Context: an optimization exercise on an open-source flow, tuned for small area. The choices shown serve that exercise and are no tape-out recipe.
Only simulation tests tie the RTL to the original design; equivalence was not proved.
Power is estimated from default activity; no workload was simulated.

run A:
==> flow/design.v <==
module rf_aoi222 (
    input  logic a1, a2, b1, b2, c1, c2,
    output logic y
);
    assign y = ~((a1 & a2) | (b1 & b2) | (c1 & c2));
endmodule
module rf_nand2 (
    input  logic a, b,
    output logic y
);
    assign y = ~(a & b);
endmodule
module multiport_register_file #(
    parameter int DW    = 32,
    parameter int NREG  = 32,
    parameter int NRD   = 2,
    parameter int NWR   = 2,
    parameter int ZERO0 = 1,
    localparam int AW   = $clog2(NREG)
) (
    input  logic              clk,
    input  logic              n_rst,
    input  logic [NWR-1:0]    wen,
    input  logic [NWR*AW-1:0] wsel,
    input  logic [NWR*DW-1:0] wdat,
    input  logic [NRD*AW-1:0] rsel,
    output logic [NRD*DW-1:0] rdat,
    output logic [NWR-1:0]    wcoll,
    output logic [15:0]       wcnt
);
    localparam int R0 = (ZERO0 != 0) ? 1 : 0;    
    logic [NWR-1:0]          win;
    logic [NWR-1:0]          drop;
    logic [NWR-1:0]          commit;
    logic [16:0]             ncommit;
    logic [16:0]             wsum;
    logic                    phase;
    logic [NREG-1:0]         valid;
    logic [NREG*DW-1:0]      s;
    logic [NWR*DW-1:0]       wenc;
    logic [NREG*NWR-1:0]     we;
    logic [NREG-1:0]         hold;
    always_comb begin
        for (int p = 0; p < NWR; p++) begin
            win[p] = wen[p];
            for (int q = 0; q < p; q++) begin
                if (wen[q] && wsel[q*AW +: AW] == wsel[p*AW +: AW])
                    win[p] = 1'b0;
            end
            drop[p]   = wen[p] && !win[p];
            commit[p] = win[p] && !(ZERO0 != 0 && wsel[p*AW +: AW] == '0);
        end
    end
    always_comb begin
        ncommit = '0;
        for (int p = 0; p < NWR; p++)
            ncommit = ncommit + 17'(commit[p]);
        wsum = {1'b0, wcnt} + ncommit;
    end
    assign wenc = wdat ^ {(NWR*DW){phase}};
    always_ff @(posedge clk or posedge n_rst) begin
        if (n_rst) begin
            phase <= 1'b0;
            wcoll <= '0;
            wcnt  <= '0;
        end else begin
            phase <= ~phase;
            wcoll <= drop;
            wcnt  <= wsum[16] ? 16'hFFFF : wsum[15:0];
        end
    end
    genvar r, p;
    generate
        if (R0 != 0) begin : g_r0
            assign valid[0]     = 1'b0;
            assign s[0 +: DW]   = '0;
            assign we[0 +: NWR] = '0;
            assign hold[0]      = 1'b1;
        end
        for (r = R0; r < NREG; r++) begin : g_reg
            for (p = 0; p < NWR; p++) begin : g_we
                assign we[r*NWR + p] = win[p] && wsel[p*AW +: AW] == AW'(r);
            end
            assign hold[r] = ~|we[r*NWR +: NWR];
            logic          vld;
            logic [DW-1:0] st;
            always_ff @(posedge clk or posedge n_rst) begin
                if (n_rst)
                    vld <= 1'b0;
                else if (!hold[r])
                    vld <= 1'b1;
            end
            logic [DW-1:0] nxt;
            for (genvar b = 0; b < DW; b++) begin : g_bit
                rf_aoi222 u_w (
                    .a1(we[r*NWR + 0]), .a2(wenc[0*DW + b]),
                    .b1(we[r*NWR + 1]), .b2(wenc[1*DW + b]),
                    .c1(hold[r]),       .c2(st[b]),
                    .y (nxt[b])
                );
            end
            always_ff @(posedge clk)
                st <= nxt;
            assign valid[r]      = vld;
            assign s[r*DW +: DW] = st;
        end
    endgenerate
    localparam int NST = NREG - R0;             
    localparam int NG3 = NST / 3;               
    localparam int NT  = NG3 + ((NST % 3) != 0 ? 1 : 0);
    generate
        for (genvar rp = 0; rp < NRD; rp++) begin : g_rd
            logic [NREG-1:0] sel;
            logic            any;
            for (genvar k = 0; k < NREG; k++) begin : g_sel
                assign sel[k] = valid[k] && rsel[rp*AW +: AW] == AW'(k);
            end
            assign any = |sel;
            for (genvar b = 0; b < DW; b++) begin : g_bit
                logic [NT-1:0] t;
                for (genvar g = 0; g < NG3; g++) begin : g_g3
                    localparam int K = R0 + 3*g;
                    rf_aoi222 u_a (
                        .a1(sel[K]),   .a2(s[K*DW + b]),
                        .b1(sel[K+1]), .b2(s[(K+1)*DW + b]),
                        .c1(sel[K+2]), .c2(s[(K+2)*DW + b]),
                        .y (t[g])
                    );
                end
                if (NST % 3 == 1) begin : g_t1
                    localparam int K = R0 + 3*NG3;
                    rf_nand2 u_n (.a(sel[K]), .b(s[K*DW + b]), .y(t[NG3]));
                end
                if (NST % 3 == 2) begin : g_t2
                    localparam int K = R0 + 3*NG3;
                    rf_aoi222 u_a (
                        .a1(sel[K]),   .a2(s[K*DW + b]),
                        .b1(sel[K+1]), .b2(s[(K+1)*DW + b]),
                        .c1(1'b0),     .c2(1'b0),
                        .y (t[NG3])
                    );
                end
                assign rdat[rp*DW + b] = (~&t) ^ (any & phase);
            end
        end
    endgenerate
endmodule
==> flow/config.mk <==
export PLATFORM = sky130hd
export DESIGN_NAME = multiport_register_file
export DESIGN_NICKNAME = multiport_register_file
export VERILOG_FILES = /design/flow/design.v
export SDC_FILE = /design/flow/constraint.sdc
export NUM_CORES = 4
export LEC_CHECK = 0
export CAP_MARGIN = 9
export CELL_PAD_IN_SITES_DETAIL_PLACEMENT = 1
export CELL_PAD_IN_SITES_GLOBAL_PLACEMENT = 1
export CORE_MARGIN = 2
export CORE_UTILIZATION = 40
export PLACE_DENSITY = 0.6
export SLEW_MARGIN = 9
export SYNTH_HIERARCHICAL = 1
==> flow/constraint.sdc <==
create_clock -name core_clock -period 10.0 [get_ports {clk}]
set_input_delay 2.0000 -clock core_clock [delete_from_list [all_inputs] [get_ports {clk}]]
set_output_delay 2.0000 -clock core_clock [all_outputs]
set_load 0.01 [all_outputs]
standard.sh (not shown) runs the stock make flow with config.mk's settings and CLKGATE_MAP_FILE= SYNTH_SCRIPT=/design/flow/synth_recipe.tcl, a recipe that flattens the netlist after the stock synthesis.
==> flow/flow/run.sh <==
#!/bin/bash
# Standard layout, with two changes: ports are buffered with the smallest
# buffer (buf_1) instead of the default choice, and CTS skips dummy loads.
set -euo pipefail
export BUFFER_PORTS_ARGS="-buffer_cell sky130_fd_sc_hd__buf_1"
export CTS_ARGS="-sink_clustering_enable -repair_clock_nets -dont_use_dummy_load -buf_list sky130_fd_sc_hd__clkbuf_8 -sink_clustering_size 18 -sink_clustering_max_diameter 55"
bash standard.sh > standard_flow.log 2>&1
For run B, these inputs were changed with respect to run A:
Settings: changing CELL_PAD_IN_SITES_DETAIL_PLACEMENT from 1 to 2; changing CORE_UTILIZATION from 40 to 35; changing CAP_MARGIN from 9 to 20; changing CELL_PAD_IN_SITES_GLOBAL_PLACEMENT from 1 to 2; changing SLEW_MARGIN from 9 to 20; changing PLACE_DENSITY from 0.6 to 0.55.
==> flow/run.sh (new file) <==
#!/bin/bash
# synth_recipe.tcl (not shown) runs the flow's synth.tcl, then flattens the netlist and writes it again
# the make line also repeats each setting of config.mk as NAME=value (left out here)
make -C /OpenROAD-flow-scripts/flow DESIGN_CONFIG=/design/flow/config.mk WORK_HOME=/design/flow/orfs CLKGATE_MAP_FILE= SYNTH_SCRIPT=/design/flow/synth_recipe.tcl finish
removed: flow/flow/run.sh
removed: flow/standard.sh
==> comparison <==
Compared with run A, run B shows a higher clock power share.
On design area: between run B and run A, it ends up higher for run B.
In run B, cell depth of the worst flop-to-flop path is lower than in run A.
Global-route met1 utilization for run B is lower than for run A.
Peak ir drop on the vdd network delta for run B relative to run A: 32 uV higher
NOTE: combinational fraction of design power in run B falls short of that of run A
Compared with run A, run B instantiates a larger number of standard cells.
The following lists how run C was set up differently from run B:
Settings: swapping 2 for 1 in CELL_PAD_IN_SITES_DETAIL_PLACEMENT; swapping 20 for 12 in CAP_MARGIN; swapping 2 for 1 in CELL_PAD_IN_SITES_GLOBAL_PLACEMENT; swapping 20 for 12 in SLEW_MARGIN; swapping 0.55 for 0.6 in PLACE_DENSITY; swapping 35 for 40 in CORE_UTILIZATION.
==> flow/flow/run.sh (new file) <==
#!/bin/bash
# Standard layout, with two changes: ports are buffered with the smallest
# buffer (buf_1) instead of the default choice, and CTS skips dummy loads.
set -euo pipefail
export BUFFER_PORTS_ARGS="-buffer_cell sky130_fd_sc_hd__buf_1"
export CTS_ARGS="-sink_clustering_enable -repair_clock_nets -dont_use_dummy_load -buf_list sky130_fd_sc_hd__clkbuf_8 -sink_clustering_size 20 -sink_clustering_max_diameter 55"
bash standard.sh > standard_flow.log 2>&1
==> flow/standard.sh (new file) <==
#!/bin/bash
# synth_recipe.tcl (not shown) runs the flow's synth.tcl, then flattens the netlist and writes it again
# the make line also repeats each setting of config.mk as NAME=value (left out here)
make -C /OpenROAD-flow-scripts/flow DESIGN_CONFIG=/design/flow/config.mk WORK_HOME=/design/flow/orfs CLKGATE_MAP_FILE= SYNTH_SCRIPT=/design/flow/synth_recipe.tcl "${@:-finish}"
removed: flow/run.sh
Results
Run C reached the final stage; the timing, DRC and antenna checks on its layout passed. As far as combined area of all synthesized cells is concerned, run C and run B perform about the same. Sort run C and run B by post-placement worst setup slack, ascending, and run B comes first. From run B to run C the numbers moved as follows: worst setup slack now sits higher; via count of the first global-routing pass went down by 3.0%. Diff run B -> run C | power share of the combinational group | increase of 1.7 points. Net count of the mapped netlist of run B is on par with run C. Cell area after layout ended up about 8% lower on run C than on run B. Hold slack delta (run B -> run C): insignificant. The first element of the critical path comes out rsel[2] in one run and rsel[9] in the other, namely in run B and run C respectively. Register-to-register slack (run C over run B): decrease, 0.81 ns.
Changes in run D relative to run C:
Settings: PLACE_DENSITY: 0.6 -> 0.7.
==> run notes <==
- Each of the runs, namely run D and run C, reached the end of the flow and came out clean.
- Re switching share of power: run D and run C aren't equal, and the lower value belongs to run D.
- Going from run C to run D, area used by multi-input combinational logic roughly the same; clock share of power lower; post-route fraction of the period consumed by the critical path lower.
- Relative to run C, run D improves setup slack.
- Summary of run D over run C: normalized max-slew margin decreased by 4.6 points relative to the old numbers, antenna cell count shows a reduction of 1, total power after layout went down, number of global-route vias before repair shows a reduction of 820, count of clock-buffer cells in the layout fell by 7.

## static timing again, ports no longer ideal
The flow's constraints put no driver on any port. The routed layouts listed below were extracted and timed again, unchanged, in two steps. Step 1 sets driving cells, clkbuf_16 on the clock port and buf_2 on the other inputs (assumed; they add their load-dependent delay and slew). Step 2 adds t to the input delays and takes it off the output delays; t is the mean of the earliest and latest rising clock arrival at the registers after step 1. Input paths then give back, and output paths get back, about the clock's delay inside the block. Three values: ideal, step 1, step 2; two values: the first two.
| run | t, ns | slack for setup (ns) | hold slack, ns |
|---|---|---|---|
| run A | 0.885 | 1.899 / 1.866 / 1.866 | 0.489 / 0.489 / 0.489 |
| run B | 0.812 | 1.354 / 1.330 / 1.330 | 0.489 / 0.489 / 0.489 |
| run C | 0.883 | 1.854 / 1.822 / 1.822 | 0.488 / 0.488 / 0.488 |
| run D | 0.886 | 2.056 / 2.006 / 2.006 | 0.486 / 0.486 / 0.486 |
After both steps every run listed still meets setup and hold. The setup slack of run D, which loses most, moves by -0.050 ns with the drivers and by -0.050 ns with both steps.
